Context: an optimization exercise on an open-source flow, tuned for small area, a short achievable clock period and few clock cycles per item. The choices shown serve that exercise and are no tape-out recipe.
No run shown here included a check of the RTL's function; only the layout flow was run.

==> design/flow/design.v <==
package apm_pkg;
  localparam int unsigned DataBits   = 32;
  localparam int unsigned RpmBits    = 30;
  localparam int unsigned CfgIdxBits = 2;
  localparam logic [CfgIdxBits-1:0] CfgDebounce    = 2'd0;
  localparam logic [CfgIdxBits-1:0] CfgStopTimeout = 2'd1;
  localparam logic [CfgIdxBits-1:0] CfgSpeedScale  = 2'd2;
  localparam logic OpPulse = 1'b0;
  localparam logic OpPoll  = 1'b1;
  localparam logic [DataBits-1:0] DebounceReset = 32'd40000;
  localparam logic [DataBits-1:0] StopReset     = 32'd3000000;
  localparam logic [DataBits-1:0] ScaleReset    = 32'd558584000;
  localparam logic [DataBits-1:0] RpmQ4Num = 32'd960000000;
  localparam int unsigned     MphNumBits = 18;
  localparam int unsigned     MphDenBits = 17;
  localparam logic [MphNumBits-1:0] MphNum = 18'd223694;
  localparam logic [MphDenBits-1:0] MphDen = 17'd100000;
  localparam int unsigned     ProdBits     = DataBits + MphNumBits;
  localparam int unsigned     MphDigitBits = 4;
  localparam int unsigned     MphSteps     = (ProdBits + MphDigitBits - 1) / MphDigitBits;
  localparam int unsigned     MphQuotBits  = MphSteps * MphDigitBits;
  localparam int unsigned DivSteps = DataBits;
  localparam int unsigned CntBits  = $clog2(DivSteps);
  localparam int unsigned QueueDepth     = 2;
  localparam int unsigned QueuePtrBits   = $clog2(QueueDepth);
  localparam int unsigned QueueCountBits = $clog2(QueueDepth + 1);
  typedef struct packed {
    logic                operation;
    logic [DataBits-1:0] now_us;
  } in_word_t;
  typedef struct packed {
    logic                pulse_accepted;
    logic [DataBits-1:0] revolutions;
    logic [DataBits-1:0] period_us;
    logic [RpmBits-1:0]  rpm_q4;
    logic [DataBits-1:0] speed_mm_per_s;
    logic [DataBits-1:0] speed_milli_mph;
  } out_word_t;
  typedef struct packed {
    logic                pulse_accepted;
    logic [DataBits-1:0] revolutions;
    logic [DataBits-1:0] period_us;
  } job_t;
endpackage
module anemometer_period_speed_meter_top (
  input  logic                           clk_i,
  input  logic                           rst_ni,
  input  logic                           in_valid_i,
  output logic                           in_ready_o,
  input  apm_pkg::in_word_t              in_word_i,
  output logic                           out_valid_o,
  input  logic                           out_ready_i,
  output apm_pkg::out_word_t             out_word_o,
  input  logic                           cfg_we_i,
  input  logic [apm_pkg::CfgIdxBits-1:0] cfg_index_i,
  input  logic [apm_pkg::DataBits-1:0]   cfg_data_i
);
  localparam logic [31:0] RpmNum = apm_pkg::RpmQ4Num;
  logic [31:0] deb_q, stop_q, scale_q;
  logic        stg_we_q;
  logic [1:0]  stg_idx_q;
  logic [31:0] stg_data_q;
  always_ff @(posedge clk_i or negedge rst_ni) begin
    if (!rst_ni) begin
      stg_we_q <= 1'b0;
    end else begin
      stg_we_q <= cfg_we_i;
    end
  end
  always_ff @(posedge clk_i) begin
    stg_idx_q  <= cfg_index_i;
    stg_data_q <= cfg_data_i;
  end
  always_ff @(posedge clk_i or negedge rst_ni) begin
    if (!rst_ni) begin
      deb_q   <= apm_pkg::DebounceReset;
      stop_q  <= apm_pkg::StopReset;
      scale_q <= apm_pkg::ScaleReset;
    end else if (stg_we_q) begin
      case (stg_idx_q)
        apm_pkg::CfgDebounce:    deb_q   <= stg_data_q;
        apm_pkg::CfgStopTimeout: stop_q  <= stg_data_q;
        apm_pkg::CfgSpeedScale:  scale_q <= stg_data_q;
        default: ;
      endcase
    end
  end
  typedef enum logic [1:0] {
    StIdle,
    StDiv,
    StLast
  } state_e;
  state_e      state_q;
  logic        in_v_q;             
  logic        t_v_q;              
  logic        out_valid_q;
  logic        cache_q;            
  logic [31:0] last_q;
  logic        pulse_q;
  logic [31:0] rev_q, per_q;
  logic [29:0] quo_r_q;            
  logic [31:0] quo_s_q;            
  logic        nb_r_q, nb_s_q;     
  logic [31:0] mph_q;
  logic [32:0] rem_r_q, rem_s_q;   
  logic        qb_q;               
  logic [16:0] rem_m_q;            
  logic        sat_q;
  logic [4:0]  cnt_q;
  logic        in_rdy_q;
  assign in_ready_o  = in_rdy_q;
  assign out_valid_o = out_valid_q;
  assign out_word_o  = {pulse_q, rev_q, per_q, quo_r_q, quo_s_q, mph_q};
  logic        in_op_q;
  logic [31:0] in_now_q;
  always_ff @(posedge clk_i) begin
    if (in_ready_o) begin
      in_op_q  <= in_word_i.operation;
      in_now_q <= in_word_i.now_us;
    end
  end
  logic [32:0] el_x;
  logic [31:0] elapsed;
  logic        wrap, deb_ok, stop_hit;
  logic [33:0] x_a, x_b, x_d, y_d, x_s, x_c, y_s, y_c, x, y;
  logic [4:0]  el_skip;
  logic        t_deb_q, t_stop_q, t_elz_q;
  logic [4:0]  t_skip_q;
  assign el_x    = {1'b0, in_now_q} - {1'b0, last_q};
  assign elapsed = el_x[31:0];
  assign wrap    = el_x[32];
  assign x_a = {2'b00, in_now_q};
  assign x_b = {2'b11, ~last_q};
  assign x_d = {2'b11, ~deb_q};
  assign y_d = {2'b11, ~stop_q};
  assign x_s = x_a ^ x_b ^ x_d;
  assign x_c = {(x_a[32:0] & x_b[32:0]) | (x_a[32:0] & x_d[32:0]) | (x_b[32:0] & x_d[32:0]), 1'b1};
  assign y_s = x_a ^ x_b ^ y_d;
  assign y_c = {(x_a[32:0] & x_b[32:0]) | (x_a[32:0] & y_d[32:0]) | (x_b[32:0] & y_d[32:0]), 1'b0};
  assign x   = x_s + x_c + 34'd1;
  assign y   = y_s + y_c + 34'd1;
  assign deb_ok   = wrap ? !(x[33] && !x[32]) : !x[33];
  assign stop_hit = wrap ? !(y[33] && !y[32]) : !y[33];
  always_comb begin
    el_skip = '0;
    for (int i = 1; i < 30; i++) if (elapsed[i]) el_skip = 5'(i);
    if (elapsed[31:30] != '0) el_skip = 5'd29;
  end
  always_ff @(posedge clk_i) begin
    if (in_v_q) begin
      t_deb_q  <= deb_ok;
      t_stop_q <= stop_hit;
      t_elz_q  <= in_now_q == last_q;
      t_skip_q <= el_skip;
    end
  end
  logic        last_nz, per_nz, pulse_ok, set_per, clr_per, fire, go_div, go_zero;
  logic [4:0]  p_skip_q;           
  assign last_nz  = last_q != '0;
  assign per_nz   = per_q != '0;
  assign pulse_ok = (in_op_q == apm_pkg::OpPulse) && t_deb_q;
  assign set_per  = pulse_ok && last_nz;
  assign clr_per  = (in_op_q == apm_pkg::OpPoll) && last_nz && t_stop_q;
  assign fire     = t_v_q && (state_q == StIdle) && (!out_valid_q || out_ready_i);
  assign go_div   = set_per ? !t_elz_q : (!clr_per && per_nz && !cache_q);
  assign go_zero  = set_per ? t_elz_q : (clr_per || !per_nz);
  always_comb begin
  end
  logic [4:0]  skip;
  logic [1:0]  nz;
  logic [31:0] scl, rpm;
  assign skip = set_per ? t_skip_q : p_skip_q;
  assign nz   = scale_q[31] ? 2'd0 : scale_q[30] ? 2'd1 : 2'd2;
  assign scl  = scale_q << nz;
  assign rpm  = RpmNum << nz;
  logic [63:0] num_s, num_r;
  logic [4:0]  cnt_init, nb_idx;
  assign num_s    = {32'b0, scl} << skip;
  assign num_r    = {32'b0, rpm} << skip;
  assign cnt_init = ~skip - {3'b0, nz};
  assign nb_idx   = (state_q == StIdle) ? ~skip : cnt_q - 1'b1;
  logic [33:0] tr_r, tr_s, dv_r, dv_s, nr_r, nr_s;
  assign tr_r = {rem_r_q, nb_r_q};
  assign tr_s = {rem_s_q, nb_s_q};
  assign dv_r = rem_r_q[32] ? {2'b00, per_q} : ~{2'b00, per_q};
  assign dv_s = rem_s_q[32] ? {2'b00, per_q} : ~{2'b00, per_q};
  assign nr_r = tr_r + dv_r + {33'b0, ~rem_r_q[32]};
  assign nr_s = tr_s + dv_s + {33'b0, ~rem_s_q[32]};
  logic [17:0] m0;
  logic [16:0] rem_m_d;
  logic [2:0]  mv;
  logic        ge1, ge2, ge3;
  logic [3:0]  mlow;
  logic [28:0] yinc;
  logic [31:0] mph_d;
  logic        sat_d;
  function automatic logic ge_const(input logic [16:0] x, input logic [16:0] c);
    logic gt, eq;
    gt = 1'b0;
    eq = 1'b1;
    for (int i = 16; i >= 0; i--) begin
      gt = gt | (eq & x[i] & ~c[i]);
      eq = eq & (x[i] == c[i]);
    end
    ge_const = gt | eq;
  endfunction
  assign m0  = {rem_m_q, 1'b0};
  assign ge1 = ge_const(rem_m_q, 17'd50000);    
  assign ge2 = ge_const(rem_m_q, 17'd38153);    
  assign ge3 = ge_const(rem_m_q, 17'd88153);    
  always_comb begin
    if (!qb_q) begin
      if (!ge1) begin rem_m_d = m0[16:0];                    mv = 3'd0; end
      else      begin rem_m_d = 17'(m0 - 18'd100000);        mv = 3'd1; end
    end else begin
      if (!ge2)      begin rem_m_d = 17'(m0 + 18'd23694);    mv = 3'd2; end
      else if (!ge3) begin rem_m_d = 17'(m0 - 18'd76306);    mv = 3'd3; end
      else           begin rem_m_d = 17'(m0 - 18'd176306);   mv = 3'd4; end
    end
  end
  logic s0, ao;
  assign mlow  = {1'b0, mph_q[1:0], 1'b0} + {1'b0, mv};
  assign yinc  = mph_q[30:2] + 1'b1;
  assign s0    = sat_q | mph_q[31];
  assign ao    = &mph_q[30:2];
  assign sat_d = s0 | (mlow[3] & ao);
  assign mph_d = {32{s0}} |
                 {(mlow[3] ? (yinc | {29{ao}}) : mph_q[30:2]), (mlow[2:0] | {3{mlow[3] & ao}})};
  state_e state_d;
  logic   in_v_d, t_v_d, out_valid_d;
  always_comb begin
    state_d     = state_q;
    in_v_d      = in_rdy_q && in_valid_i;
    t_v_d       = in_v_q || (t_v_q && !fire);
    out_valid_d = out_valid_q && !out_ready_i;
    unique case (state_q)
      StIdle: begin
        if (fire) begin
          if (go_div) state_d = StDiv;
          else        out_valid_d = 1'b1;
        end
      end
      StDiv:   if (cnt_q == '0) state_d = StLast;
      StLast: begin
        out_valid_d = 1'b1;
        state_d     = StIdle;
      end
      default: state_d = StIdle;
    endcase
  end
  always_ff @(posedge clk_i or negedge rst_ni) begin
    if (!rst_ni) begin
      in_rdy_q    <= 1'b1;
      in_v_q      <= 1'b0;
      t_v_q       <= 1'b0;
      state_q     <= StIdle;
      out_valid_q <= 1'b0;
      cache_q     <= 1'b0;
      last_q      <= '0;
      rev_q       <= '0;
      per_q       <= '0;
      p_skip_q    <= '0;
    end else begin
      in_rdy_q    <= !in_v_d && (!t_v_d || (state_d == StIdle && !out_valid_d));
      in_v_q      <= in_v_d;
      t_v_q       <= t_v_d;
      state_q     <= state_d;
      out_valid_q <= out_valid_d;
      if (stg_we_q && stg_idx_q == apm_pkg::CfgSpeedScale) cache_q <= 1'b0;
      if (fire) begin
        if (pulse_ok) begin
          last_q <= in_now_q;
          rev_q  <= rev_q + 1'b1;
        end
        if (set_per) begin
          per_q    <= elapsed;
          p_skip_q <= t_skip_q;
        end else if (clr_per) begin
          per_q    <= '0;
          p_skip_q <= '0;
        end
        if (!go_div && go_zero) cache_q <= 1'b1;
      end
      if (state_q == StLast) cache_q <= 1'b1;
    end
  end
  always_ff @(posedge clk_i) begin
    nb_r_q <= (state_q == StIdle) ? rpm[nb_idx] : RpmNum[nb_idx];
    nb_s_q <= (state_q == StIdle) ? scl[nb_idx] : scale_q[nb_idx];
  end
  always_ff @(posedge clk_i) begin
    if (state_q == StIdle) begin
      rem_r_q <= {1'b0, num_r[63:32]};
      rem_s_q <= {1'b0, num_s[63:32]};
      qb_q    <= 1'b0;
      rem_m_q <= '0;
      sat_q   <= 1'b0;
      cnt_q   <= cnt_init;
    end else begin
      rem_r_q <= nr_r[32:0];
      rem_s_q <= nr_s[32:0];
      qb_q    <= ~nr_s[33];
      rem_m_q <= rem_m_d;
      sat_q   <= sat_d;
      cnt_q   <= cnt_q - 1'b1;
    end
  end
  always_ff @(posedge clk_i) begin
    unique case (state_q)
      StIdle: begin
        if (fire) begin
          pulse_q <= pulse_ok;
          if (go_div || go_zero) begin
            quo_r_q <= '0;
            quo_s_q <= '0;
            mph_q   <= '0;
          end
        end
      end
      StDiv: begin
        quo_r_q <= {quo_r_q[28:0], ~nr_r[33]};
        quo_s_q <= {quo_s_q[30:0], ~nr_s[33]};
        mph_q   <= mph_d;
      end
      StLast: mph_q <= mph_d;
      default: ;
    endcase
  end
endmodule
==> design/flow/run.sh <==
#!/bin/bash
# synth_recipe.tcl (not shown) runs the flow's synth.tcl, then flattens the netlist and writes it again
# the make line also repeats each setting of config.mk as NAME=value (left out here)
make -C /OpenROAD-flow-scripts/flow DESIGN_CONFIG=/design/flow/config.mk WORK_HOME=/design/flow/orfs CLKGATE_MAP_FILE= SYNTH_SCRIPT=/design/flow/synth_recipe.tcl finish
==> design/flow/config.mk <==
export PLATFORM = sky130hd
export DESIGN_NAME = anemometer_period_speed_meter_top
export DESIGN_NICKNAME = anemometer_period_speed_meter_top
export VERILOG_FILES = /design/flow/design.v
export SDC_FILE = /design/flow/constraint.sdc
export NUM_CORES = 4
export LEC_CHECK = 0
export CAP_MARGIN = 20
export CORE_MARGIN = 2
export CORE_UTILIZATION = 40
export SETUP_SLACK_MARGIN = 5
export SLEW_MARGIN = 20
==> design/flow/constraint.sdc <==
create_clock -name core_clock -period 9.0 [get_ports {clk_i}]
set_input_delay 1.8000 -clock core_clock [delete_from_list [all_inputs] [get_ports {clk_i}]]
set_output_delay 1.8000 -clock core_clock [all_outputs]
set_load 0.01 [all_outputs]
==> results.yml, run 1 <==
timing:
  slew_headroom_pct: 30.67
  period_share_pct: 43.33
  fin_crit_ns: 3.900
  setup_viol: 0
  hold_viol: 0
  final_max_slew_viol_count: 0
  fmax_mhz: 256.4
  final.setup_skew_ns: 0.04034
  setup-tns-final_ns: 0
  worst_slack_ns: 5.100
  tightest_slew_ns: 1.036
  rsz0062_at_grt: "yes"
yosys:
  synth_edf_count: 136
  synth_fp_nets: 3471
  synth_top_cell_area_share_pct: 14.79
  yosysTopAreaCell: "dfrtp_1"
  synthTopCellsByArea: "dfrtp_1 (15%), edfxtp_1 (13%), dfxtp_1 (8.3%)"
  ys_async_sr_fraction_pct: 43.99
  synth-seq-cells: 466
  synth_warnings: 1
  yosysUniqueCellTypes: 97
  syn_area_per_cell_um2: 9.614
  ys_seq_area_share_pct: 38.78
  syn-cell-area_mm2: 0.03029
  synthCells: 3151
  synth.most_common_cell: "nand2_1"
  synth_commonest_cells: "nand2_1 (262), nor2_1 (215), o21ai_0 (200)"
  yosys_most_used_dff: "dfrtp_1"
worst_setup_path:
  critical_path_arrival_ns: 4.27
  path_buf_inv: 0
  start_kind: "register"
  crit_type: "register to register"
  crit_fanout: 8
  path_cells: "ha_1 -> nand4_1 -> or3_1 -> o221ai_2 -> nor2_2 -> nor2_1 -> a211o_1 -> mux2_4 -> or4_4 -> or3_1"
  end_kind: "register"
  cp_common_cell: "or3_1"
  crit_slowest_cell: "or4_4"
  worst_path_largest_cell_delay_ns: 0.54
  cp_top_family: "simple AND/OR/NAND/NOR gates"
  crit_required_ns: 9.37
  ff2ff_setup_slack_ns: 5.10
routing:
  drc: 0
  dr.pass1.iters: 5
  vias: 24468
  wl_um: 91070
  vias_per_cell: 5.636
  drt_iter0_drc: 1680
  detail_route.wl_per_cell_um: 20.98
  drtAntennaViolNets: 0
hold_path:
  hold_path.class: "register to register"
placement:
  gp_congestion: 0.9366
  portBuffers: 232
  hpwl_um: 67250
  place_ws_ns: 3.944
clocking:
  path_clk_slew_ns: 0.07
  cts_sinks: 466
  insertion_delay_ns: 0.64
  cts_hold_buffers: 0
  clockBufferDepth: 3
  cts_made_buffers: 55
  cts_root_buffer: "clkbuf_16"
  cts-htree-levels: 2
  cts_tree: "built"
die:
  start_util_pct: 40.55
  die_h_um: 279.2
  fp-row-count: 100
  coreArea_mm2: 0.07470
  dieArea_mm2: 0.07795
  io_pins: 233
  die_w_um: 279.2
run_status:
  status: "timing/DRC/antenna clean"
layout:
  n_fill_cell: 7118
  nets: 3646
  diodes: 0
  layout-drive-gt1-share_pct: 9.727
  reg_top3: "rem_r_q: 33 flops, rem_s_q: 33 flops"
  utilization_pct: 47.75
  area_growth_pct: 17.75
job:
  maxCapViolations: 0
global_route:
  grt_pass1_wl_um: 141800
  grt_pass1_vias: 23912
  grt_max_degree: 98
  grtUsageTotal_pct: 23.14
  gr-total-overflow: 0
  grt_antenna_before_repair: 2
-- cells in the final DEF, fill, tap and decap left out, drive strengths merged, types with 37 or more instances in the layout --
cell and n:
clkbuf 70, a21oi 188, dfxtp 125, a21boi 37
fa 68, and2 73, edfxtp 136, nand2 262
dfrtp 179, inv 164, o21ai 213, nor3 46
xor2 62, a21o 58, ha 180, clkdlybuf4s50 230
mux2 86, buf 38, nand4 37, o211ai 43
xnor2 152, a211oi 37, nor2 217, mux2i 102
nand3 58
-- cells by family (layout without fill, tap and decap cells) --
group / count (synthesis) / after routing / synth area share (%)
xor+xnor: 214 / 214 / 6.212
simple gates: 871 / 871 / 13.93
mux: 189 / 189 / 6.654
compound gates: 846 / 846 / 18.30
flops: 466 / 466 / 38.78
fa+ha+maj: 250 / 250 / 11.99
buf+inv: 315 / 536 / 4.130
-- metal layers --
| metal | global-route usage (%) | vias up | wire (µm) |
|---|---|---|---|
| li1 | - | 11762 | - |
| met1 | 31.98 | 11919 | 41520 |
| met2 | 37.28 | 647 | 41630 |
| met3 | 2.987 | 140 | 4792 |
| met4 | 8.120 | 0 | 3129 |
| met5 | 0 | - | 0 |
-- layout make-up --
class / count / area (µm²) / share of cell area (%)
Clock buffer: 69 / 1439 / 4.034
Sequential cell: 466 / 11760 / 32.97
Clock inverter: 34 / 374.1 / 1.049
Timing Repair Buffer: 271 / 2679 / 7.510
Multi-Input combinational cell: 2370 / 17590 / 49.30
Tap cell: 969 / 1212 / 3.399
Inverter: 162 / 620.6 / 1.740
-- worst register-to-register path, stage by stage, from the launching register on --
cell and delay [ns]:
edfxtp_1 0.51, ha_1 0.50, nand4_1 0.23, or3_1 0.45
o221ai_2 0.28, nor2_2 0.08, nor2_1 0.18, a211o_1 0.16
mux2_4 0.31, or4_4 0.54, or3_1 0.39
-- path summary, 6_finish.rpt --
kind	start	cells after the start	endpoint
max	in_now_q[19]$_DFFE_PP_	10	t_skip_q[3]$_SDFFCE_PP1P_
min	stg_data_q[6]$_DFF_P_	2	deb_q[6]$_DFFE_PN1P_
max reg2reg	in_now_q[19]$_DFFE_PP_	10	t_skip_q[3]$_SDFFCE_PP1P_
min reg2reg	stg_data_q[6]$_DFF_P_	2	deb_q[6]$_DFFE_PN1P_
max in group asynchronous	rst_ni	2	deb_q[25]$_DFFE_PN0P_
min in group asynchronous	rst_ni	1	rev_q[12]$_DFFE_PN0P_
-- per-stage QoR --
stage          hold slack, ns  cells  area, µm²
2_1_floorplan          0.4133   3151      30310
3_3_place_gp           0.4563   4229      33480
3_5_place_dp           0.4524   4229      33480
4_1_cts                0.4538   4335      35450
5_1_grt                0.4892   4341      35670
6_report               0.4536   4341      35670
-- timing repair --
| item | CTS | global route |
|---|---|---|
| gates cloned | 1 | 2 |
| setup endpoints to repair | 116 | 164 |
| resized for setup | 26 | 49 |
| pin swaps | 2 | 6 |
| setup buffers | 2 | 4 |
==> run 2, diff against run 1 <==
--- a/design/flow/config.mk
+++ b/design/flow/config.mk
@@ -6,7 +6,9 @@
 export NUM_CORES = 4
 export LEC_CHECK = 0
-export CAP_MARGIN = 20
+export CAP_MARGIN = 0
 export CORE_MARGIN = 2
 export CORE_UTILIZATION = 40
+export CTS_CLUSTER_DIAMETER = 90
+export CTS_CLUSTER_SIZE = 35
 export SETUP_SLACK_MARGIN = 5
-export SLEW_MARGIN = 20
+export SLEW_MARGIN = 0
==> results.yml, run 2 <==
yosys:
  synth_xor_area_share_pct: 6.212
  synthCells: 3151
  yosysUniqueCellTypes: 97
  synth_edf_count: 136
  yosysTopAreaCell: "dfrtp_1"
  synth_mux_area_share_pct: 6.654
  synth_commonest_cells: "nand2_1 (262), nor2_1 (215), o21ai_0 (200)"
  synth_compound_area_share_pct: 18.30
  synth-simple-area-share_pct: 13.93
  synth.most_common_cell: "nand2_1"
  yosys_most_used_dff: "dfrtp_1"
  synth_fp_nets: 3471
  synth_top_family_by_area: "compound AO/OA/AOI/OAI gates"
  synth_top_cell_area_share_pct: 14.79
  synthTopCellsByArea: "dfrtp_1 (15%), edfxtp_1 (13%), dfxtp_1 (8.3%)"
  ys_seq_area_share_pct: 38.78
  ys_async_sr_fraction_pct: 43.99
  synth_warnings: 1
  syn_area_per_cell_um2: 9.614
  syn-cell-area_mm2: 0.03029
  synth_fa_ha_area_share_pct: 11.99
  synth-seq-cells: 466
layout:
  nets: 3625
  layout-drive-gt1-share_pct: 9.216
  final_common_cell: "nand2_1"
  diodes: 0
  reg_top3: "rem_r_q: 33 flops, rem_s_q: 33 flops"
  n_fill_cell: 7118
  final_area_mm2: 0.03512
  area_growth_pct: 15.94
  final_cell_mix: "nand2_1 (262), clkdlybuf4s50_1 (230), nor2_1 (211)"
job:
  maxCapViolations: 0
global_route:
  grt_max_degree: 98
  gr-total-overflow: 0
  grt_pass1_wl_um: 140700
  grt_pass1_vias: 23708
  grt_antenna_before_repair: 1
  grtUsageTotal_pct: 22.99
hold_path:
  worstHoldEndpoint: "deb_q[6]$_DFFE_PN1P_"
  hold_path.class: "register to register"
  hp-start: "stg_data_q[6]$_DFF_P_"
  hold_depth: 2
placement:
  portBuffers: 232
  postPlaceCellArea_mm2: 0.03348
  gp_congestion: 0.9366
  hpwl_um: 67250
routing:
  wl_um: 90640
  vias: 24555
  vias_per_cell: 5.710
  drc: 0
  detail_route.wl_per_cell_um: 21.08
  drtAntennaViolNets: 0
  drt_iter0_drc: 1683
  dr.pass1.iters: 7
die:
  die_h_um: 279.2
  dieArea_mm2: 0.07795
  fp-row-count: 100
  io_pins: 233
  die_w_um: 279.2
  coreArea_mm2: 0.07470
  start_util_pct: 40.55
timing:
  setup-tns-final_ns: 0
  hold_ws_ns: 0.4681
  tightest_slew_ns: 0.9952
  setup_viol: 0
  rsz0062_at_grt: "yes"
  fmax_mhz: 254.6
  slew_headroom_pct: 33.65
  hold_viol: 0
  fin_crit_ns: 3.928
  final_max_slew_viol_count: 0
  final.setup_skew_ns: 0.04273
  period_share_pct: 43.65
worst_setup_path:
  path_cells: "inv_1 -> fa_1 -> ha_1 -> a21o_1 -> a21o_1 -> a21oi_1 -> o21ai_0 -> a2111oi_0 -> o41ai_1 -> a221o_1 -> maj3_1"
  cp_common_cell: "a21o_1"
  end_kind: "register"
  start_kind: "register"
  ff2ff_setup_slack_ns: 5.07
  r2r-end: "t_deb_q$_DFFE_PP_"
  crit_fanout: 4
  crit_type: "register to register"
  crit_required_ns: 9.35
  worst_path_largest_cell_delay_ns: 0.61
  crit_slowest_cell: "a2111oi_0"
  critical_path_arrival_ns: 4.28
  rr_startpoint: "last_q[21]$_DFFE_PN0P_"
  reg2regPathDepth: 11
clocking:
  cts_hold_buffers: 0
  path_clk_slew_ns: 0.09
  cts_tree: "built"
  cts-htree-levels: 2
  cts_made_buffers: 34
  cts_root_buffer: "clkbuf_16"
  insertion_delay_ns: 0.61
  clockBufferDepth: 3
  cts_sinks: 466
run_status:
  status: "timing/DRC/antenna clean"
## run 2: worst max-delay path by stage
stage	end	startpoint	cells past startpoint
after floorplan	quo_r_q[0]$_SDFFCE_PP0P_	out_ready_i	5
after global placement	rev_q[28]$_DFFE_PN0P_	out_ready_i	12
after detailed placement	rev_q[29]$_DFFE_PN0P_	out_ready_i	10
after CTS	rem_r_q[3]$_DFF_P_	last_q[7]$_DFFE_PN0P_	12
after global routing	t_deb_q$_DFFE_PP_	last_q[21]$_DFFE_PN0P_	11
final	t_deb_q$_DFFE_PP_	last_q[21]$_DFFE_PN0P_	11
## run 2: critical path: cells and delay by family (launching register included)
family                     cells  cell delay [ns]
AOI/OAI and AO/OA              7             1.95
adders and majority gates      3             1.14
DFF                            1             0.41
buffers and inverters          1             0.18
## run 2: stage by stage
step,cells,setup slack [ns],util (%)
4_1_cts,4294,4.997,46.70
3_3_place_gp,4229,3.985,44.83
2_1_floorplan,3151,5.058,-
3_5_place_dp,4229,3.944,44.83
6_report,4300,5.072,47.02
5_1_grt,4300,4.996,47.02
## run 2: routing by layer
metal / GRT usage, % / wire [µm]
met1: 31.70 / 41010
met2: 37.38 / 41740
met3: 2.778 / 4813
met4: 7.775 / 3080
met5: 0 / 0
## run 2: kinds of logic (layout without fill, tap and decap cells)
kind of cell | count (synthesis) | count (layout)
compound gates | 846 | 846
xor+xnor | 214 | 214
fa+ha+maj | 250 | 250
buf+inv | 315 | 495
flops | 466 | 466
mux | 189 | 189
simple gates | 871 | 871
## run 2: what timing repair did
item	in CTS	in global routing
cloned	1	2
setup endpoints to repair	118	162
pin swaps	2	6
gates resized for setup	25	57
buffers inserted	2	4
## run 2: area by class of cell
cell class / count / area (µm²) / share of cell area, %
timing repair buffer: 271 / 2688 / 7.652
sequential: 466 / 11760 / 33.49
multi-input combinational: 2370 / 17590 / 50.09
clock inverter: 24 / 359.1 / 1.022
tap: 969 / 1212 / 3.452
clock buffer: 38 / 887.1 / 2.526
inverter: 162 / 620.6 / 1.767
==> run 3, diff against run 2 <==
--- a/design/flow/design.v
+++ b/design/flow/design.v
@@ -290,25 +290,14 @@
   end
   always_ff @(posedge clk_i) begin
-    if (state_q == StIdle) begin
-      rem_r_q <= {1'b0, num_r[63:32]};
-      rem_s_q <= {1'b0, num_s[63:32]};
-      qb_q    <= 1'b0;
-      rem_m_q <= '0;
-      sat_q   <= 1'b0;
-      cnt_q   <= cnt_init;
-    end else begin
-      rem_r_q <= nr_r[32:0];
-      rem_s_q <= nr_s[32:0];
-      qb_q    <= ~nr_s[33];
-      rem_m_q <= rem_m_d;
-      sat_q   <= sat_d;
-      cnt_q   <= cnt_q - 1'b1;
-    end
-  end
-  always_ff @(posedge clk_i) begin
     unique case (state_q)
       StIdle: begin
         if (fire) begin
           pulse_q <= pulse_ok;
+          rem_r_q <= {1'b0, num_r[63:32]};
+          rem_s_q <= {1'b0, num_s[63:32]};
+          qb_q    <= 1'b0;
+          rem_m_q <= '0;
+          sat_q   <= 1'b0;
+          cnt_q   <= cnt_init;
           if (go_div || go_zero) begin
             quo_r_q <= '0;
@@ -319,9 +308,19 @@
       end
       StDiv: begin
+        rem_r_q <= nr_r[32:0];
         quo_r_q <= {quo_r_q[28:0], ~nr_r[33]};
+        rem_s_q <= nr_s[32:0];
         quo_s_q <= {quo_s_q[30:0], ~nr_s[33]};
+        qb_q    <= ~nr_s[33];
+        rem_m_q <= rem_m_d;
+        sat_q   <= sat_d;
+        mph_q   <= mph_d;
+        cnt_q   <= cnt_q - 1'b1;
+      end
+      StLast: begin
+        rem_m_q <= rem_m_d;
+        sat_q   <= sat_d;
         mph_q   <= mph_d;
       end
-      StLast: mph_q <= mph_d;
       default: ;
     endcase
--- a/design/flow/config.mk
+++ b/design/flow/config.mk
@@ -6,9 +6,7 @@
 export NUM_CORES = 4
 export LEC_CHECK = 0
-export CAP_MARGIN = 0
+export CAP_MARGIN = 20
 export CORE_MARGIN = 2
 export CORE_UTILIZATION = 40
-export CTS_CLUSTER_DIAMETER = 90
-export CTS_CLUSTER_SIZE = 35
 export SETUP_SLACK_MARGIN = 5
-export SLEW_MARGIN = 0
+export SLEW_MARGIN = 20
==> results.yml, run 3 <==
run_status:
  status: "timing/DRC/antenna clean"
global_route:
  grt_pass1_vias: 24017
  grtUsageTotal_pct: 22.66
  gr-total-overflow: 0
  grt_max_degree: 85
  grt_antenna_before_repair: 0
  grt_pass1_wl_um: 140700
yosys:
  synth_commonest_cells: "nand2_1 (276), edfxtp_1 (225), o21ai_0 (218)"
  synth_mux_area_share_pct: 6.689
  synth_top_family_by_area: "compound AO/OA/AOI/OAI gates"
  ys_async_sr_fraction_pct: 43.99
  synth_warnings: 1
  synthCells: 3141
  synthTopCellsByArea: "edfxtp_1 (22%), dfrtp_1 (14%), ha_1 (7.2%)"
  syn_area_per_cell_um2: 9.904
  yosysTopAreaCell: "edfxtp_1"
  yosys_most_used_dff: "edfxtp_1"
  syn-cell-area_mm2: 0.03111
  synth.most_common_cell: "nand2_1"
  synth_compound_area_share_pct: 17.69
  synth_xor_area_share_pct: 5.912
  synth-simple-area-share_pct: 13.64
  synth_top_cell_area_share_pct: 21.72
  ys_seq_area_share_pct: 40.63
  synth-seq-cells: 466
  synth_edf_count: 225
  synth_fp_nets: 3461
  synth_fa_ha_area_share_pct: 11.68
  yosysUniqueCellTypes: 92
routing:
  drtAntennaViolNets: 0
  wl_um: 91320
  detail_route.wl_per_cell_um: 20.60
  drt_iter0_drc: 2072
  dr.pass1.iters: 6
  drc: 0
  vias: 24862
  vias_per_cell: 5.610
layout:
  reg_top3: "rem_r_q: 33 flops, rem_s_q: 33 flops"
  layout-drive-gt1-share_pct: 11.11
  area_growth_pct: 19.18
  diodes: 0
  nets: 3665
  final_cell_mix: "nand2_1 (271), clkdlybuf4s50_1 (231), edfxtp_1 (225)"
  final_common_cell: "nand2_1"
timing:
  fmax_mhz: 255.5
  setup_viol: 0
  period_share_pct: 43.49
  final.setup_skew_ns: 0.04243
  fin_crit_ns: 3.914
  rsz0062_at_grt: "no"
  slew_headroom_pct: 19.01
  tightest_slew_ns: 1.184
  hold_viol: 0
  final_max_slew_viol_count: 0
  setup-tns-final_ns: 0
worst_setup_path:
  crit_slowest_cell: "clkdlybuf4s50_1"
  end_kind: "output port"
  worst_path_largest_cell_delay_ns: 0.61
  path_cells: "clkbuf_8 -> clkdlybuf4s50_1"
  crit_start: "in_rdy_q$_DFF_PN1_"
  path_buf_inv: 2
  cp_top_family: "buffers and inverters"
  crit_type: "register to output port"
  rr_startpoint: "last_q[15]$_DFFE_PN0P_"
  critical_path_arrival_ns: 2.11
  start_kind: "register"
  crit_required_ns: 7.20
  crit_fanout: 35
die:
  start_util_pct: 40.29
  die_w_um: 282.9
  fp-row-count: 102
  die_h_um: 282.9
  io_pins: 233
  coreArea_mm2: 0.07721
  dieArea_mm2: 0.08002
clocking:
  clockBufferDepth: 3
  insertion_delay_ns: 0.66
  cts_root_buffer: "clkbuf_16"
  cts_made_buffers: 55
  cts_tree: "built"
  cts_sinks: 466
  cts-htree-levels: 2
  path_clk_slew_ns: 0.06
placement:
  hpwl_um: 67660
  gp_congestion: 0.9187
  portBuffers: 232
hold_path:
  hp-start: "stg_data_q[15]$_DFF_P_"
  hold_path.class: "register to register"
job:
  maxCapViolations: 0
-- run 3: logic make-up (layout without fill, tap and decap cells) --
logic type,after synthesis,count (layout)
buffers and inverters,304,555
XOR/XNOR,210,210
adder cells (fa/ha/maj),250,250
AND/OR/NAND/NOR,872,872
flip-flops,466,466
multiplexers,195,195
AO/OA/AOI/OAI,844,844
-- run 3: metrics by stage --
| stage | instance area (µm²) | hold slack [ns] | instances | setup WS [ns] | util (%) |
|---|---|---|---|---|---|
| 2_1_floorplan | 31130 | 0.4133 | 3141 | 5.205 | - |
| 3_3_place_gp | 34490 | 0.4366 | 4300 | 3.839 | 44.67 |
| 3_5_place_dp | 34490 | 0.4531 | 4300 | 3.804 | 44.67 |
| 4_1_cts | 36640 | 0.4627 | 4411 | 4.980 | 47.45 |
| 5_1_grt | 37070 | 0.4938 | 4432 | 4.980 | 48.02 |
| 6_report | 37070 | 0.4613 | 4432 | 5.086 | 48.02 |
-- run 3: worst register-to-register path: stages, from the launching register on --
cell,delay (ns)
dfrtp_1,0.39
nor4_2,0.44
and4_2,0.39
a21oi_2,0.18
mux2_2,0.34
buf_12,0.21
inv_8,0.32
nor2_1,0.19
o311a_1,0.42
mux2_2,0.33
a21o_1,0.21
nand2_1,0.11
o21ai_1,0.07
-- run 3: path summary, 6_finish.rpt --
check                                               to  slack [ns]  cells past startpoint
worst max-delay path                        in_ready_o        5.09                      2
worst min-delay path             deb_q[15]$_DFFE_PN1P_        0.46                      2
worst max register to register   rem_r_q[16]$_DFFE_PP_        5.11                     12
worst min register to register   deb_q[15]$_DFFE_PN1P_        0.46                      2
max in group asynchronous       stop_q[21]$_DFFE_PN1P_        6.61                      3
min in group asynchronous        rev_q[17]$_DFFE_PN0P_        1.13                      1
-- run 3: metal layers --
metal / global-route usage, % / wire, µm / vias to the layer above
li1: - / - / 11904
met1: 31.62 / 41120 / 12118
met2: 36.19 / 42100 / 712
met3: 2.898 / 5083 / 128
met4: 7.964 / 3016 / 0
met5: 0 / 0 / -
-- run 3: layout make-up --
| cell class | count | area, µm² |
|---|---|---|
| fill | 7244 | 40140 |
| multi-input combinational | 2371 | 17770 |
| sequential | 466 | 12650 |
| timing repair buffer | 292 | 2877 |
| clock buffer | 69 | 1450 |
| tap | 1040 | 1301 |
| inverter | 159 | 618.1 |
| clock inverter | 35 | 409.1 |
-- run 3: what timing repair did --
action                     CTS  global route
setup endpoints to repair  140           121
hold buffers                 0             0
cloned                       0             0
pin swaps                    2            16
resized for setup           53            70
setup buffers                7            20
==> run 4, diff against run 3 <==
--- a/design/flow/design.v
+++ b/design/flow/design.v
@@ -122,9 +122,9 @@
   logic [32:0] el_x;
   logic [31:0] elapsed;
-  logic        wrap, deb_ok, stop_hit;
-  logic [33:0] x_a, x_b, x_d, y_d, x_s, x_c, y_s, y_c, x, y;
-  logic [4:0]  el_skip;
-  logic        t_deb_q, t_stop_q, t_elz_q;
-  logic [4:0]  t_skip_q;
+  logic        wrap, deb_ok;
+  logic [33:0] x_a, x_b, x_d, x_s, x_c, x;
+  logic [3:0]  el_skip;
+  logic        t_deb_q, t_elz_q;
+  logic [3:0]  t_skip_q;
   assign el_x    = {1'b0, in_now_q} - {1'b0, last_q};
   assign elapsed = el_x[31:0];
@@ -132,23 +132,17 @@
   assign x_a = {2'b00, in_now_q};
   assign x_b = {2'b11, ~last_q};
-  assign x_d = {2'b11, ~deb_q};
-  assign y_d = {2'b11, ~stop_q};
+  assign x_d = in_op_q ? {2'b11, ~stop_q} : {2'b11, ~deb_q};
   assign x_s = x_a ^ x_b ^ x_d;
-  assign x_c = {(x_a[32:0] & x_b[32:0]) | (x_a[32:0] & x_d[32:0]) | (x_b[32:0] & x_d[32:0]), 1'b1};
-  assign y_s = x_a ^ x_b ^ y_d;
-  assign y_c = {(x_a[32:0] & x_b[32:0]) | (x_a[32:0] & y_d[32:0]) | (x_b[32:0] & y_d[32:0]), 1'b0};
+  assign x_c = {(x_a[32:0] & x_b[32:0]) | (x_a[32:0] & x_d[32:0]) | (x_b[32:0] & x_d[32:0]),
+                ~in_op_q};
   assign x   = x_s + x_c + 34'd1;
-  assign y   = y_s + y_c + 34'd1;
   assign deb_ok   = wrap ? !(x[33] && !x[32]) : !x[33];
-  assign stop_hit = wrap ? !(y[33] && !y[32]) : !y[33];
   always_comb begin
     el_skip = '0;
-    for (int i = 1; i < 30; i++) if (elapsed[i]) el_skip = 5'(i);
-    if (elapsed[31:30] != '0) el_skip = 5'd29;
+    for (int i = 1; i < 15; i++) if ((elapsed >> (2*i)) != 32'd0) el_skip = 4'(i);
   end
   always_ff @(posedge clk_i) begin
     if (in_v_q) begin
       t_deb_q  <= deb_ok;
-      t_stop_q <= stop_hit;
       t_elz_q  <= in_now_q == last_q;
       t_skip_q <= el_skip;
@@ -156,10 +150,10 @@
   end
   logic        last_nz, per_nz, pulse_ok, set_per, clr_per, fire, go_div, go_zero;
-  logic [4:0]  p_skip_q;           
+  logic [3:0]  p_skip_q;           
   assign last_nz  = last_q != '0;
   assign per_nz   = per_q != '0;
   assign pulse_ok = (in_op_q == apm_pkg::OpPulse) && t_deb_q;
   assign set_per  = pulse_ok && last_nz;
-  assign clr_per  = (in_op_q == apm_pkg::OpPoll) && last_nz && t_stop_q;
+  assign clr_per  = (in_op_q == apm_pkg::OpPoll) && last_nz && t_deb_q;
   assign fire     = t_v_q && (state_q == StIdle) && (!out_valid_q || out_ready_i);
   assign go_div   = set_per ? !t_elz_q : (!clr_per && per_nz && !cache_q);
@@ -167,17 +161,17 @@
   always_comb begin
   end
-  logic [4:0]  skip;
-  logic [1:0]  nz;
+  logic [3:0]  skip;
+  logic        num_small;
   logic [31:0] scl, rpm;
-  assign skip = set_per ? t_skip_q : p_skip_q;
-  assign nz   = scale_q[31] ? 2'd0 : scale_q[30] ? 2'd1 : 2'd2;
-  assign scl  = scale_q << nz;
-  assign rpm  = RpmNum << nz;
+  assign skip      = set_per ? t_skip_q : p_skip_q;
+  assign num_small = scale_q[31:30] == '0;
+  assign scl       = num_small ? {scale_q[29:0], 2'b00} : scale_q;
+  assign rpm       = num_small ? {RpmNum[29:0], 2'b00} : RpmNum;
   logic [63:0] num_s, num_r;
   logic [4:0]  cnt_init, nb_idx;
-  assign num_s    = {32'b0, scl} << skip;
-  assign num_r    = {32'b0, rpm} << skip;
-  assign cnt_init = ~skip - {3'b0, nz};
-  assign nb_idx   = (state_q == StIdle) ? ~skip : cnt_q - 1'b1;
+  assign num_s    = {32'b0, scl} << {skip, 1'b0};
+  assign num_r    = {32'b0, rpm} << {skip, 1'b0};
+  assign cnt_init = {~skip, 1'b1} - {3'b0, num_small, 1'b0};
+  assign nb_idx   = (state_q == StIdle) ? {~skip, 1'b1} : cnt_q - 1'b1;
   logic [33:0] tr_r, tr_s, dv_r, dv_s, nr_r, nr_s;
   assign tr_r = {rem_r_q, nb_r_q};
--- a/design/flow/config.mk
+++ b/design/flow/config.mk
@@ -6,7 +6,9 @@
 export NUM_CORES = 4
 export LEC_CHECK = 0
-export CAP_MARGIN = 20
+export CAP_MARGIN = 0
 export CORE_MARGIN = 2
 export CORE_UTILIZATION = 40
+export CTS_CLUSTER_DIAMETER = 80
+export CTS_CLUSTER_SIZE = 30
 export SETUP_SLACK_MARGIN = 5
-export SLEW_MARGIN = 20
+export SLEW_MARGIN = 0
==> results.yml, run 4 <==
layout:
  final_cell_mix: "nand2_1 (238), clkdlybuf4s50_1 (231), edfxtp_1 (223)"
  layout-drive-gt1-share_pct: 11.27
  nets: 3176
  diodes: 0
  final_common_cell: "nand2_1"
  reg_top3: "rem_r_q: 33 flops, rem_s_q: 33 flops"
  n_fill_cell: 6548
  utilization_pct: 47.54
  area_growth_pct: 17.87
timing:
  setup_viol: 0
  rsz0062_at_grt: "yes"
  fmax_mhz: 255.3
  hold_viol: 0
  final.setup_skew_ns: 0.02350
  slew_headroom_pct: 26.38
  setup-tns-final_ns: 0
  tightest_slew_ns: 1.102
  fin_crit_ns: 3.917
  period_share_pct: 43.52
  final_max_slew_viol_count: 0
yosys:
  ys_seq_area_share_pct: 44.53
  yosysUniqueCellTypes: 98
  synth_edf_count: 223
  synth_fp_nets: 2982
  syn_area_per_cell_um2: 10.36
  ys_async_sr_fraction_pct: 44.06
  yosysTopAreaCell: "edfxtp_1"
  synth-seq-cells: 463
  synth_top_cell_area_share_pct: 23.75
  synth_warnings: 1
  yosys_most_used_dff: "edfxtp_1"
  synth.most_common_cell: "nand2_1"
  syn-cell-area_mm2: 0.02819
  synthCells: 2721
  synth_commonest_cells: "nand2_1 (240), edfxtp_1 (223), dfrtp_1 (178)"
  synthTopCellsByArea: "edfxtp_1 (24%), dfrtp_1 (16%), ha_1 (6.8%)"
routing:
  drc: 0
  drt_iter0_drc: 2043
  vias_per_cell: 5.682
  drtAntennaViolNets: 0
  vias: 22036
  wl_um: 81940
  dr.pass1.iters: 5
  detail_route.wl_per_cell_um: 21.13
worst_setup_path:
  ff2ff_setup_slack_ns: 5.08
  path_cells: "inv_1 -> ha_1 -> fa_1 -> nand2b_1 -> a21oi_4 -> o22ai_2 -> o2111ai_4 -> nand3_2 -> a32o_2 -> o21ai_2 -> xor2_2 -> or4_4 -> a211oi_2"
  crit_cells: 13
  critical_path_arrival_ns: 4.39
  crit_start: "in_now_q[0]$_DFFE_PP_"
  endpoint: "t_skip_q[0]$_SDFFCE_PP0P_"
  r2r-end: "t_skip_q[0]$_SDFFCE_PP0P_"
  crit_slowest_cell: "or4_4"
  crit_fanout: 5
  start_kind: "register"
  rr_startpoint: "in_now_q[0]$_DFFE_PP_"
  crit_required_ns: 9.47
  worst_path_largest_cell_delay_ns: 0.54
  reg2regPathDepth: 13
  end_kind: "register"
  crit_type: "register to register"
  path_buf_inv: 1
  cp_top_family: "compound AO/OA/AOI/OAI gates"
global_route:
  gr-total-overflow: 0
  grt_pass1_wl_um: 126100
  grt_antenna_before_repair: 0
  grtUsageTotal_pct: 21.77
  grt_util_met3_pct: 2.048
  grt_max_degree: 83
  grtUsageMet1_pct: 30.73
  grt_pass1_vias: 21511
  use_met2_pct: 35.62
  grt_busiest_layer: "met2"
clocking:
  clockBufferDepth: 3
  cts_hold_buffers: 0
  cts_made_buffers: 30
  cts-htree-levels: 1
  path_clk_slew_ns: 0.10
  insertion_delay_ns: 0.64
  cts_root_buffer: "clkbuf_16"
  cts_tree: "built"
  cts_sinks: 463
die:
  io_pins: 233
  die_w_um: 269.5
  start_util_pct: 40.33
  dieArea_mm2: 0.07262
  fp-row-count: 97
  die_h_um: 269.5
  coreArea_mm2: 0.06991
placement:
  hpwl_um: 60570
  gp_congestion: 0.8681
  portBuffers: 232
hold_path:
  hold_path.class: "register to register"
job:
  maxCapViolations: 0
run_status:
  status: "timing/DRC/antenna clean"
run 4: worst min-delay path by stage:
stage               cells past startpoint  slack [ns]                      end               startpoint
finish                                  1        0.49     rev_q[8]$_DFFE_PN0P_     rev_q[8]$_DFFE_PN0P_
detailed placement                      2        0.47  p_skip_q[3]$_DFFE_PN0P_  p_skip_q[3]$_DFFE_PN0P_
floorplan                               2        0.45  p_skip_q[1]$_DFFE_PN0P_  p_skip_q[1]$_DFFE_PN0P_
CTS                                     1        0.49    rev_q[31]$_DFFE_PN0P_    rev_q[31]$_DFFE_PN0P_
global placement                        2        0.46  p_skip_q[2]$_DFFE_PN0P_  p_skip_q[2]$_DFFE_PN0P_
global route                            1        0.53    deb_q[26]$_DFFE_PN0P_    deb_q[26]$_DFFE_PN0P_
run 4: stage by stage:
stage	hold slack (ns)	instances	worst slack [ns]	area [µm²]
after floorplan	0.4483	2721	5.036	28210
after global placement	0.4619	3796	4.023	31470
after detailed placement	0.4749	3796	3.997	31470
after CTS	0.4934	3861	5.009	32840
after global routing	0.5262	3878	4.947	33230
final	0.4883	3878	5.083	33230
run 4: kinds of logic after synthesis:
family	share of synthesized area, %
AO/OA/AOI/OAI	16.31
AND/OR/NAND/NOR	13.63
flip-flops	44.53
buffers and inverters	3.173
multiplexers	6.302
XOR/XNOR	6.714
adder cells (fa/ha/maj)	9.346
run 4: cell type report:
class	count	area (µm²)	area share [%]
well taps	940	1176	3.539
repair buffers	289	2884	8.678
clock buffers	34	775.7	2.334
clock inverters	21	331.6	0.9977
inverters	100	380.4	1.145
multi-input cells	2031	15130	45.53
flip-flops and latches	463	12550	37.78
run 4: routing by layer:
layer  routed length (µm)  share of wire (%)
met5                    0                  0
met4                 2581                3.2
met3                 3841                4.7
met2                38070                 46
met1                37440                 46
run 4: timing repair:
action,CTS,global route
cloned,2,1
gates resized for setup,34,54
setup buffers,8,16
hold endpoints to repair,0,0
pin swaps,4,12
setup endpoints to repair,150,97
==> run 5, diff against run 4 <==
--- a/design/flow/config.mk
+++ b/design/flow/config.mk
@@ -9,6 +9,6 @@
 export CORE_MARGIN = 2
 export CORE_UTILIZATION = 40
-export CTS_CLUSTER_DIAMETER = 80
-export CTS_CLUSTER_SIZE = 30
+export CTS_CLUSTER_DIAMETER = 90
+export CTS_CLUSTER_SIZE = 35
 export SETUP_SLACK_MARGIN = 5
 export SLEW_MARGIN = 0
==> results.yml, run 5 <==
run_status:
  status: "timing/DRC/antenna clean"
die:
  die_w_um: 269.5
  fp-row-count: 97
  coreArea_mm2: 0.06991
  start_util_pct: 40.33
  io_pins: 233
  dieArea_mm2: 0.07262
  die_h_um: 269.5
timing:
  hold_viol: 0
  fin_crit_ns: 3.932
  final_max_slew_viol_count: 0
  setup-tns-final_ns: 0
  final.setup_skew_ns: 0.03818
  slew_headroom_pct: 25.31
  rsz0062_at_grt: "yes"
  tightest_slew_ns: 1.118
  setup_viol: 0
  fmax_mhz: 254.3
  period_share_pct: 43.69
global_route:
  grt_antenna_before_repair: 0
  grt_pass1_vias: 21479
  grt_max_degree: 83
  grt_pass1_wl_um: 125500
  grtUsageTotal_pct: 21.65
  gr-total-overflow: 0
hold_path:
  hold_depth: 2
  hp-start: "p_skip_q[3]$_DFFE_PN0P_"
  worstHoldEndpoint: "p_skip_q[3]$_DFFE_PN0P_"
  hold_path.class: "register to register"
layout:
  area_growth_pct: 18.69
  final_cell_mix: "nand2_1 (237), clkdlybuf4s50_1 (231), edfxtp_1 (223)"
  layout-drive-gt1-share_pct: 12.63
  diodes: 0
  final_common_cell: "nand2_1"
  reg_top3: "rem_r_q: 33 flops, rem_s_q: 33 flops"
  n_fill_cell: 6533
  final_cells: 3885
  nets: 3185
yosys:
  yosysTopAreaCell: "edfxtp_1"
  synth_edf_count: 223
  synth_commonest_cells: "nand2_1 (240), edfxtp_1 (223), dfrtp_1 (178)"
  yosys_most_used_dff: "edfxtp_1"
  synth_fp_nets: 2982
  synth-seq-cells: 463
  synthCells: 2721
  syn-cell-area_mm2: 0.02819
  syn_area_per_cell_um2: 10.36
  ys_async_sr_fraction_pct: 44.06
  synth_warnings: 1
  synthTopCellsByArea: "edfxtp_1 (24%), dfrtp_1 (16%), ha_1 (6.8%)"
  yosysUniqueCellTypes: 98
  synth_top_cell_area_share_pct: 23.75
  synth.most_common_cell: "nand2_1"
  ys_seq_area_share_pct: 44.53
routing:
  dr.pass1.iters: 8
  vias: 22049
  wl_um: 82380
  detail_route.wl_per_cell_um: 21.20
  vias_per_cell: 5.675
  drc: 0
  drtAntennaViolNets: 0
  drt_iter0_drc: 1892
worst_setup_path:
  rr_startpoint: "in_now_q[0]$_DFFE_PP_"
  crit_type: "register to register"
  start_kind: "register"
  end_kind: "register"
  ff2ff_setup_slack_ns: 5.07
  crit_fanout: 5
  r2r-end: "t_skip_q[3]$_SDFFCE_PP1P_"
  crit_required_ns: 9.34
  critical_path_arrival_ns: 4.27
  reg2regPathDepth: 13
placement:
  hpwl_um: 60570
  dp.cells: 3796
  portBuffers: 232
  gp_congestion: 0.8681
clocking:
  insertion_delay_ns: 0.62
  cts-htree-levels: 1
  path_clk_slew_ns: 0.11
  cts_root_buffer: "clkbuf_16"
  cts_sinks: 463
  cts_tree: "built"
  clockBufferDepth: 3
  cts_made_buffers: 27
job:
  maxCapViolations: 0
[run 5: cell count changes in the layout (fill, tap and decap cells not counted), moves of 4 or more]
cell | previous run | this run
a21oi_4 | 3 | 9
inv_12 | 6 | 2
buf_4 | 46 | 55
a21oi_1 | 169 | 141
a21oi_2 | 4 | 26
[run 5: layer usage]
layer	up-vias	track usage (%)	routed length, µm
li1	10356	-	-
met1	10916	30.57	37890
met2	669	35.34	37970
met3	108	2.111	3862
met4	0	6.316	2652
met5	-	0	0
[run 5: area by class of cell]
cell class / count / area (µm²) / area share (%)
timing repair buffer: 301 / 3017 / 9.015
tap: 940 / 1176 / 3.515
clock buffer: 30 / 696.9 / 2.083
sequential: 463 / 12550 / 37.52
multi-input combinational: 2031 / 15280 / 45.68
inverter: 100 / 380.4 / 1.137
clock inverter: 20 / 354.1 / 1.058
[run 5: worst max-delay path by stage]
stage,startpoint,to,slack (ns),cells past startpoint
after floorplan,rem_m_q[1]$_SDFFCE_PN0P_,mph_q[0]$_SDFFCE_PP0P_,5.04,18
after global placement,out_ready_i,rev_q[31]$_DFFE_PN0P_,4.02,11
after detailed placement,out_ready_i,rev_q[29]$_DFFE_PN0P_,4.00,11
after CTS,rem_m_q[1]$_SDFFCE_PN0P_,mph_q[25]$_SDFFCE_PP0P_,5.00,18
after global routing,rem_m_q[1]$_SDFFCE_PN0P_,mph_q[30]$_SDFFCE_PP0P_,4.90,18
final,in_now_q[0]$_DFFE_PP_,t_skip_q[3]$_SDFFCE_PP1P_,5.07,13
[run 5: timing repair]
item / 4_1_cts / 5_1_grt
hold buffers: 0 / 0
pin swaps: 5 / 16
gates cloned: 2 / 4
gates resized for setup: 33 / 97
buffers inserted: 10 / 23
endpoints found under the setup margin: 149 / 105
[run 5: cell families after synthesis]
kind of cell,synth area share [%]
DFF,44.53
and+or+nand+nor,13.63
buffers and inverters,3.173
AOI/OAI and AO/OA,16.31
muxes,6.302
adders and majority gates,9.346
xor gates and xnor gates,6.714
[run 5: worst max-delay path, stage by stage (launching register included)]
cell       delay, ns
edfxtp_1        0.50
inv_1           0.13
ha_1            0.23
fa_1            0.44
nand2b_1        0.23
a21oi_4         0.24
o22ai_2         0.15
o2111ai_4       0.34
nand3_2         0.14
a32o_2          0.32
o21ai_2         0.18
xor2_2          0.15
nor4_2          0.41
nand3_1         0.18
[run 5: through the flow]
step	worst slack (ns)	cell area, µm²	hold WS, ns	util, %
3_5_place_dp	3.997	31470	0.4749	45.01
3_3_place_gp	4.023	31470	0.4619	45.01
4_1_cts	4.997	32800	0.4952	46.91
6_report	5.068	33460	0.4943	47.87
5_1_grt	4.903	33460	0.5235	47.87
2_1_floorplan	5.036	28210	0.4483	-

## separate check: timing with driven ports
In the flow no input, the clock included, has a driving cell. The finished layouts below were timed again as built, in two steps. Step 1 assumes that a clkbuf_16 drives the clock port and a buf_2 every other input. Step 2 times the ports against the registers' clock, not the clock port: input delays grow and output delays shrink by t, the midpoint of the rising clock arrivals with the driver on. a / b / c = ideal ports / drivers / drivers and shift; a / b = the first two.
run | t (ns) | setup slack, ns | worst setup path after step 2 | pins driven straight from the clock port
run 1 | 0.685 | 5.100 / 5.100 / 4.711 | input to register | 1
run 2 | 0.655 | 5.072 / 5.072 / 4.797 | input to register | 1
run 3 | 0.708 | 5.086 / 5.018 / 4.575 | input to register | 1
run 4 | 0.691 | 5.083 / 5.047 / 4.482 | input to register | 1
run 5 | 0.672 | 5.068 / 5.058 / 4.502 | input to register | 1
After both steps every run listed still meets setup and hold. The setup slack of run 4, which loses most, moves by -0.036 ns with the drivers and by -0.601 ns with both steps.
